From an optimization exercise on the open Yosys and OpenROAD flow, aimed at small area and a short achievable clock period; shortcuts taken in it are not production practice.
Function was checked by simulation only, so behaviour that the tests miss may differ from the original.
Power figures rest on the tool's default switching activity, not on a simulated workload.

==> flow/design.v <==
`default_nettype none
package rv_exec_pkg;
    typedef logic [31:0] word_t;
    typedef logic [4:0]  reg_idx_t;
    typedef logic [2:0]  funct3_t;
endpackage
`default_nettype wire
`default_nettype none
module rv_decode (
    input  logic                  clk,
    input  logic                  resetb,
    input  logic                  in_valid,
    input  rv_exec_pkg::word_t    in_insn,
    input  rv_exec_pkg::word_t    in_pc,
    input  rv_exec_pkg::word_t    in_rs1_data,
    input  rv_exec_pkg::word_t    in_rs2_data,
    output logic                  d_valid,
    output rv_exec_pkg::word_t    d_op1,       
    output rv_exec_pkg::word_t    d_op2,       
    output logic [29:0]           d_tgt,       
    output logic [29:0]           d_pc4,       
    output rv_exec_pkg::funct3_t  d_funct3,    
    output logic                  d_sub,       
    output logic                  d_sra,       
    output logic                  d_link,      
    output rv_exec_pkg::reg_idx_t d_rd,
    output logic                  d_rd_we,     
    output logic                  d_ill,       
    output logic                  d_br_mis,    
    output logic                  d_br_ok,     
    output logic                  d_jal_ok,    
    output logic                  d_jalr_ok    
);
    logic [6:0] opc;
    logic [2:0] f3;
    logic       is_op, is_opi, is_lui, is_auipc, is_jal, is_jalr, is_br;
    logic       f7_ok, br_f3_ok, legal, jal_mis, jalr_mis;
    rv_exec_pkg::word_t imm_i, imm_u, op1, op2;
    logic [29:0] imm_pc;
    assign opc = in_insn[6:0];
    assign f3  = in_insn[14:12];
    assign is_op    = (opc == 7'b0110011);
    assign is_opi   = (opc == 7'b0010011);
    assign is_lui   = (opc == 7'b0110111);
    assign is_auipc = (opc == 7'b0010111);
    assign is_jal   = (opc == 7'b1101111);
    assign is_jalr  = (opc == 7'b1100111);
    assign is_br    = (opc == 7'b1100011);
    assign f7_ok    = (in_insn[31:25] == 7'h00) || (in_insn[31:25] == 7'h20);
    assign br_f3_ok = (f3[2:1] != 2'b01);
    assign jal_mis  = in_insn[21];
    assign jalr_mis = in_rs1_data[1] ^ in_insn[21] ^ (in_rs1_data[0] & in_insn[20]);
    assign legal = (is_op && f7_ok) || is_opi || is_lui || is_auipc ||
                   (is_jal && !jal_mis) || (is_jalr && !jalr_mis) || (is_br && br_f3_ok);
    assign imm_i = {{20{in_insn[31]}}, in_insn[31:20]};
    assign imm_u = {in_insn[31:12], 12'h0};
    assign imm_pc = is_jal ? {{12{in_insn[31]}}, in_insn[19:12], in_insn[20], in_insn[30:22]}
                           : {{20{in_insn[31]}}, in_insn[7], in_insn[30:25], in_insn[11:9]};
    always_comb begin
        if (is_auipc)   op1 = in_pc;
        else if (is_lui) op1 = '0;
        else            op1 = in_rs1_data;
        if (is_op || is_br)               op2 = in_rs2_data;
        else if (is_lui || is_auipc)      op2 = imm_u;
        else                              op2 = imm_i;
    end
    always_ff @(posedge clk or negedge resetb) begin
        if (!resetb) d_valid <= 1'b0;
        else         d_valid <= in_valid;
    end
    always_ff @(posedge clk) begin
        d_op1     <= op1;
        d_op2     <= op2;
        d_tgt     <= in_pc[31:2] + imm_pc;
        d_pc4     <= in_pc[31:2] + 30'd1;
        d_funct3  <= (is_op || is_opi || is_br) ? f3 : 3'd0;
        d_sub     <= (is_op && in_insn[30] && f3 == 3'd0) ||
                     ((is_op || is_opi) && f3[2:1] == 2'b01) || is_br;
        d_sra     <= in_insn[30];
        d_link    <= is_jal || is_jalr;
        d_rd      <= in_insn[11:7];
        d_rd_we   <= legal && !is_br && (in_insn[11:7] != 5'd0);
        d_ill     <= !legal;
        d_br_mis  <= is_br && br_f3_ok && in_insn[8];
        d_br_ok   <= is_br && br_f3_ok && !in_insn[8];
        d_jal_ok  <= is_jal && !jal_mis;
        d_jalr_ok <= is_jalr && !jalr_mis;
    end
endmodule
`default_nettype wire
`default_nettype none
module rv_alu (
    input  rv_exec_pkg::funct3_t d_funct3,
    input  logic                 d_sub,
    input  logic                 d_sra,
    input  rv_exec_pkg::word_t   d_op1,
    input  rv_exec_pkg::word_t   d_op2,
    output rv_exec_pkg::word_t   sum,          
    output logic                 lt_s,         
    output logic                 lt_u,         
    output rv_exec_pkg::word_t   alu_result
);
    logic [32:0] add;
    logic [4:0]  shamt;
    assign add   = {1'b0, d_op1} + {1'b0, d_op2 ^ {32{d_sub}}} + {32'd0, d_sub};
    assign sum   = add[31:0];
    assign lt_u  = !add[32];
    assign lt_s  = (d_op1[31] ^ d_op2[31]) ? d_op1[31] : lt_u;
    assign shamt = d_op2[4:0];
    always_comb begin
        case (d_funct3)
            3'd0: alu_result = sum;
            3'd1: alu_result = d_op1 << shamt;
            3'd2: alu_result = {31'h0, lt_s};
            3'd3: alu_result = {31'h0, lt_u};
            3'd4: alu_result = d_op1 ^ d_op2;
            3'd5: alu_result = rv_exec_pkg::word_t'($signed({d_sra & d_op1[31], d_op1}) >>> shamt);
            3'd6: alu_result = d_op1 | d_op2;
            default: alu_result = d_op1 & d_op2;
        endcase
    end
endmodule
`default_nettype wire
`default_nettype none
module rv_branch (
    input  rv_exec_pkg::funct3_t d_funct3_br,
    input  rv_exec_pkg::word_t   d_op1,
    input  rv_exec_pkg::word_t   d_op2,
    input  logic                 lt_s,
    input  logic                 lt_u,
    input  rv_exec_pkg::word_t   sum,
    input  logic [29:0]          d_tgt,
    input  logic [29:0]          d_pc4,
    input  logic                 d_br_ok,
    input  logic                 d_br_mis,
    input  logic                 d_jal_ok,
    input  logic                 d_jalr_ok,
    output logic [29:0]          next_pc,      
    output logic                 br_mis_taken
);
    logic eq, cond;
    assign eq   = (d_op1 == d_op2);
    assign cond = d_funct3_br[0] ^ (d_funct3_br[2] ? (d_funct3_br[1] ? lt_u : lt_s) : eq);
    assign br_mis_taken = d_br_mis && cond;
    always_comb begin
        if (d_jal_ok || (d_br_ok && cond)) next_pc = d_tgt;
        else if (d_jalr_ok)                next_pc = sum[31:2];
        else                               next_pc = d_pc4;
    end
endmodule
`default_nettype wire
`default_nettype none
module rv_retire (
    input  logic                    clk,
    input  logic                    resetb,
    input  logic                    d_valid,
    input  rv_exec_pkg::reg_idx_t   d_rd,
    input  logic                    d_rd_we,
    input  logic                    d_ill,
    input  logic                    br_mis_taken,
    input  rv_exec_pkg::word_t      result,
    input  logic [29:0]             next_pc,
    output logic                    out_valid,
    output rv_exec_pkg::reg_idx_t   out_rd,
    output logic                    out_rd_we,
    output rv_exec_pkg::word_t      out_result,
    output rv_exec_pkg::word_t      out_next_pc,
    output logic                    out_illegal
);
    logic [29:0] npc_q;
    always_ff @(posedge clk or negedge resetb) begin
        if (!resetb) out_valid <= 1'b0;
        else         out_valid <= d_valid;
    end
    always_ff @(posedge clk) begin
        out_rd      <= d_rd;
        out_rd_we   <= d_rd_we;
        out_result  <= result;
        npc_q       <= next_pc;
        out_illegal <= d_ill || br_mis_taken;
    end
    assign out_next_pc = {npc_q, 2'b00};
endmodule
`default_nettype wire
`default_nettype none
module rv_exec_top (
    input  logic                  clk,
    input  logic                  resetb,
    input  logic                  in_valid,
    input  rv_exec_pkg::word_t    in_insn,
    input  rv_exec_pkg::word_t    in_pc,
    input  rv_exec_pkg::word_t    in_rs1_data,
    input  rv_exec_pkg::word_t    in_rs2_data,
    output logic                  out_valid,
    output rv_exec_pkg::reg_idx_t out_rd,
    output logic                  out_rd_we,
    output rv_exec_pkg::word_t    out_result,
    output rv_exec_pkg::word_t    out_next_pc,
    output logic                  out_illegal
);
    logic                  d_valid;
    rv_exec_pkg::word_t    d_op1, d_op2;
    logic [29:0]           d_tgt, d_pc4;
    rv_exec_pkg::funct3_t  d_funct3;
    logic                  d_sub, d_sra, d_link;
    rv_exec_pkg::reg_idx_t d_rd;
    logic                  d_rd_we, d_ill, d_br_mis, d_br_ok, d_jal_ok, d_jalr_ok;
    rv_exec_pkg::word_t    sum, alu_result, result;
    logic                  lt_s, lt_u, br_mis_taken;
    logic [29:0]           next_pc;
    rv_decode i_decode (
        .clk, .resetb, .in_valid, .in_insn, .in_pc, .in_rs1_data, .in_rs2_data,
        .d_valid, .d_op1, .d_op2, .d_tgt, .d_pc4, .d_funct3, .d_sub, .d_sra, .d_link,
        .d_rd, .d_rd_we, .d_ill, .d_br_mis, .d_br_ok, .d_jal_ok, .d_jalr_ok
    );
    rv_alu i_alu (
        .d_funct3, .d_sub, .d_sra, .d_op1, .d_op2, .sum, .lt_s, .lt_u, .alu_result
    );
    rv_branch i_branch (
        .d_funct3_br(d_funct3), .d_op1, .d_op2, .lt_s, .lt_u, .sum, .d_tgt, .d_pc4,
        .d_br_ok, .d_br_mis, .d_jal_ok, .d_jalr_ok, .next_pc, .br_mis_taken
    );
    assign result = d_link ? {d_pc4, 2'b00} : alu_result;
    rv_retire i_retire (
        .clk, .resetb, .d_valid, .d_rd, .d_rd_we, .d_ill, .br_mis_taken, .result, .next_pc,
        .out_valid, .out_rd, .out_rd_we, .out_result, .out_next_pc, .out_illegal
    );
endmodule
`default_nettype wire
==> flow/run.sh <==
#!/bin/bash
# synth_recipe.tcl (not shown) runs the flow's synth.tcl, then flattens the netlist and writes it again
# the make line also repeats each setting of config.mk as NAME=value (left out here)
make -C /OpenROAD-flow-scripts/flow DESIGN_CONFIG=/design/flow/config.mk WORK_HOME=/design/flow/orfs CLKGATE_MAP_FILE= SYNTH_SCRIPT=/design/flow/synth_recipe.tcl finish
==> flow/config.mk <==
export PLATFORM = sky130hd
export DESIGN_NAME = rv_exec_top
export DESIGN_NICKNAME = rv_exec_top
export VERILOG_FILES = /design/flow/design.v
export SDC_FILE = /design/flow/constraint.sdc
export NUM_CORES = 4
export LEC_CHECK = 0
export CAP_MARGIN = 20
export CORE_MARGIN = 2
export CORE_UTILIZATION = 40
export SLEW_MARGIN = 20
==> flow/constraint.sdc <==
create_clock -name core_clock -period 5.0 [get_ports {clk}]
set_input_delay 1.0000 -clock core_clock [delete_from_list [all_inputs] [get_ports {clk}]]
set_output_delay 1.0000 -clock core_clock [all_outputs]
set_load 0.01 [all_outputs]
==> notes.md <==
==> power by group <==
part / total, mW / internal [mW] / switching [mW]
combinational: 1.73 / 0.765 / 0.961
sequential: 2.02 / 1.89 / 0.132
clock: 1.98 / 1.22 / 0.765
total: 5.73 / 3.87 / 1.86
==> through the flow <==
step / total power, mW / util / setup TNS [ns]
4_1_cts: 5.73 / 0.496 / 0
3_5_place_dp: 3.74 / 0.473 / -0.107
6_report: 5.73 / 0.496 / 0
2_1_floorplan: 2.98 / - / 0
5_1_grt: 5.98 / 0.496 / 0
3_3_place_gp: 3.73 / 0.473 / -0.00657
==> cell families after synthesis <==
| group | count (synthesis) | synth area share |
|---|---|---|
| AND/OR/NAND/NOR | 651 | 0.186 |
| AO/OA/AOI/OAI | 560 | 0.225 |
| flip-flops | 212 | 0.272 |
| buffers and inverters | 212 | 0.0518 |
| adder cells (fa/ha/maj) | 128 | 0.103 |
| multiplexers | 127 | 0.0996 |
| XOR/XNOR | 111 | 0.0622 |
| other | 1 | 0.000240 |
==> worst paths after layout <==
| path | cells past startpoint | endpoint |
|---|---|---|
| hold / removal | 0 | i_retire.out_rd[0] |
| hold reg to reg | 0 | i_retire.out_rd[0] |
| max in group asynchronous | 1 | i_decode.d_valid |
| setup / recovery | 19 | i_decode.d_tgt[28] |
| setup reg to reg | 13 | i_retire.npc_q[22] |
| min in group asynchronous | 1 | i_retire.out_valid |
==> cell usage after synthesis (20+ instances only) <==
cell,number
a21o_1,25
a21oi_1,132
a22o_1,20
clkbuf_1,98
dfxtp_1,210
ha_1,126
inv_1,88
mux2i_1,97
mux4_2,22
nand2_1,293
nand2b_1,27
nand3_1,56
nor2_1,141
nor3_1,33
o21ai_0,197
xnor2_1,58
xor2_1,53
==> routing by layer <==
| layer | part of all wire | track usage |
|---|---|---|
| met3 | 0.066 | 0.0316 |
| met5 | 0.00019 | 0 |
| met4 | 0.038 | 0.112 |
| met2 | 0.43 | 0.465 |
| met1 | 0.47 | 0.442 |
==> state kept, by name, indices dropped and copies added (netlist names), 3 cells and up <==
register and count:
i_retire.out_result 32, i_decode.d_op1 32, i_decode.d_pc4 30, i_decode.d_tgt 30, i_decode.d_funct3 3, i_decode.d_rd 5, i_decode.d_op2 32, i_retire.out_rd 5
i_retire.npc_q 30
==> final cells by class <==
type / instances / area, um^2
well taps: 518 / 648
inverters: 91 / 342
repair buffers: 258 / 2440
clock buffers: 30 / 664
multi-input cells: 1579 / 10600
flip-flops and latches: 212 / 4260
clock inverters: 15 / 228
fillers: 3816 / 19500
==> notes.md <==
worst setup path start=in_insn[5]; Rows=72; Finished Cell Area=19200 um^2; Seq/Total Area, Yosys=0.272; layout cell share with drive strength beyond 1=0.0719; vias in the first global route=15200; die width=202 um; DIE HEIGHT=202 um; nets@finish=2426; most common library cell in the layout ignoring fill and taps=nand2_1; Netlist cell types=73; CTS tree=done; RSZ-0062 raised after global routing=no; die area=40700 um^2; crit path kind=primary input to register; most frequent cells in the layout=293 x nand2_1, 204 x dfxtp_1, 200 x clkdlybuf4s50_1; hold_sp=i_decode.d_rd[0]; CTS Buf Count=25; worst skew pair latency=0.55 ns; clock sink total=212; FF-to-FF Start=i_decode.d_sub; Inst Count DP=2658; DR WL/cell=23.5 um; crit-path leading delay family=compound AO/OA/AOI/OAI gates; clk_skew=0.0387 ns; min cycle time layout=4.64 ns; Residual DRC=0; Syn Area/Cell=7.81 um^2; fin crit share=0.927; Root Driver=clkbuf_16; antenna viol nets, final=0; post-cts resize count=0; Synth area leaders=dfxtp_1 27%, ha_1 10%, nand2_1 7.0%; Post-DP Area=18300 um^2; postcts setup bufs=0; # IOs=203; pwr/cell area=299 nW/um^2; most used cell, CP=o21ai_0; ordered list of cells on the worst path=clkdlybuf4s50_1, nand3b_1, nor2_1, nand2_1, buf_4, and2_1, buf_4, a21o_1, ha_1, a21oi_1, o21ai_0, a221oi_1, o21ai_0, a311oi_1, or3_1, o21ai_0, o21a_1, nor2_1, xnor2_1; CP max stage delay=0.56 ns; Worst Tran Pin Value=0.865 ns; Yosys warnings=4; Register-to-Register Setup Slack=0.67 ns; FMAX=0.216 GHz; Syn Std Cell Area=15600 um^2; largest net degree at the start of global routing=94; n_diodes=0; Hold Crit Class=register to register; VDD IR max=0.237 mV; Critical Path RT=5.45 ns; TritonRoute pass-1 iters=7; DR vias/cell=5.81; DP HPWL=50600 um; Starting Density=0.404; final worst slack=0.364 ns; share of the synthesized area in the top cell type=0.269; pre-CTS setup slack=-0.0766 ns; Final Hold Fails=0; CP Max Fanout=6; Initial DRC Count=1541; EDFF count, synth=0; status=finished clean; routed via count=15700; Area Growth Syn to Fin=22.7%; register clock-pin slew on the reported worst setup and hold paths=0.06 ns; GRT Total Usage=0.304; Setup violations, final=0; clk buf depth=3; Yosys top cell by area=dfxtp_1; Max Cap Viol=0; Buffers on Ports=200; RePlAce Congestion=1.02; DRT Wirelength=63600 um; Post-Synthesis Cells=2002; WP data arrival=5.08 ns; Async S/R FF share, synth=0.00943; Seq cells post-synth=212; Core ar.=38600 um^2; Rel. slew slack=0.423; Worst path slowest cell=clkdlybuf4s50_1; final slew viol count=0; H-tree Lvls=1; worst hold slack=0.324 ns; critical path launch point type=primary input; Top FF cell, synth=dfxtp_1; Static Leak=8.26 nW; WP buf/inv=3; grt total ovfl=0; crit end category=register; Post-Layout Cell Count=2703; global-route wire length before repair=94300 um; CTS Hold Bufs=0; initial antenna violation count=2

==> port drivers added, routing unchanged <==
No port has a modelled driver above. Below, the same layout with a new extraction and two added sets of constraints. Step 1 (the two cells are an assumption about what drives the block):
set clk [get_ports {clk}]
set_driving_cell -lib_cell sky130_fd_sc_hd__clkbuf_16 $clk
set_driving_cell -lib_cell sky130_fd_sc_hd__buf_2 [delete_from_list [all_inputs] $clk]
Step 2, shift: input delay + t, output delay - t, t = (earliest + latest rising clock arrival at the registers) / 2. This alone moves slack from input paths to output paths. Slacks: no drivers / after step 1 / after step 2; pairs: no drivers / after step 1.
t, ns: 0.578
slack for setup (ns): 0.364 / 0.383 / -0.194
worst slew at a driven data input, ns: 0.06
With both steps, setup timing fails in this run, where it was met with ideal ports. For this run, drivers alone change the setup slack by +0.019 ns; drivers and shift together by -0.558 ns.
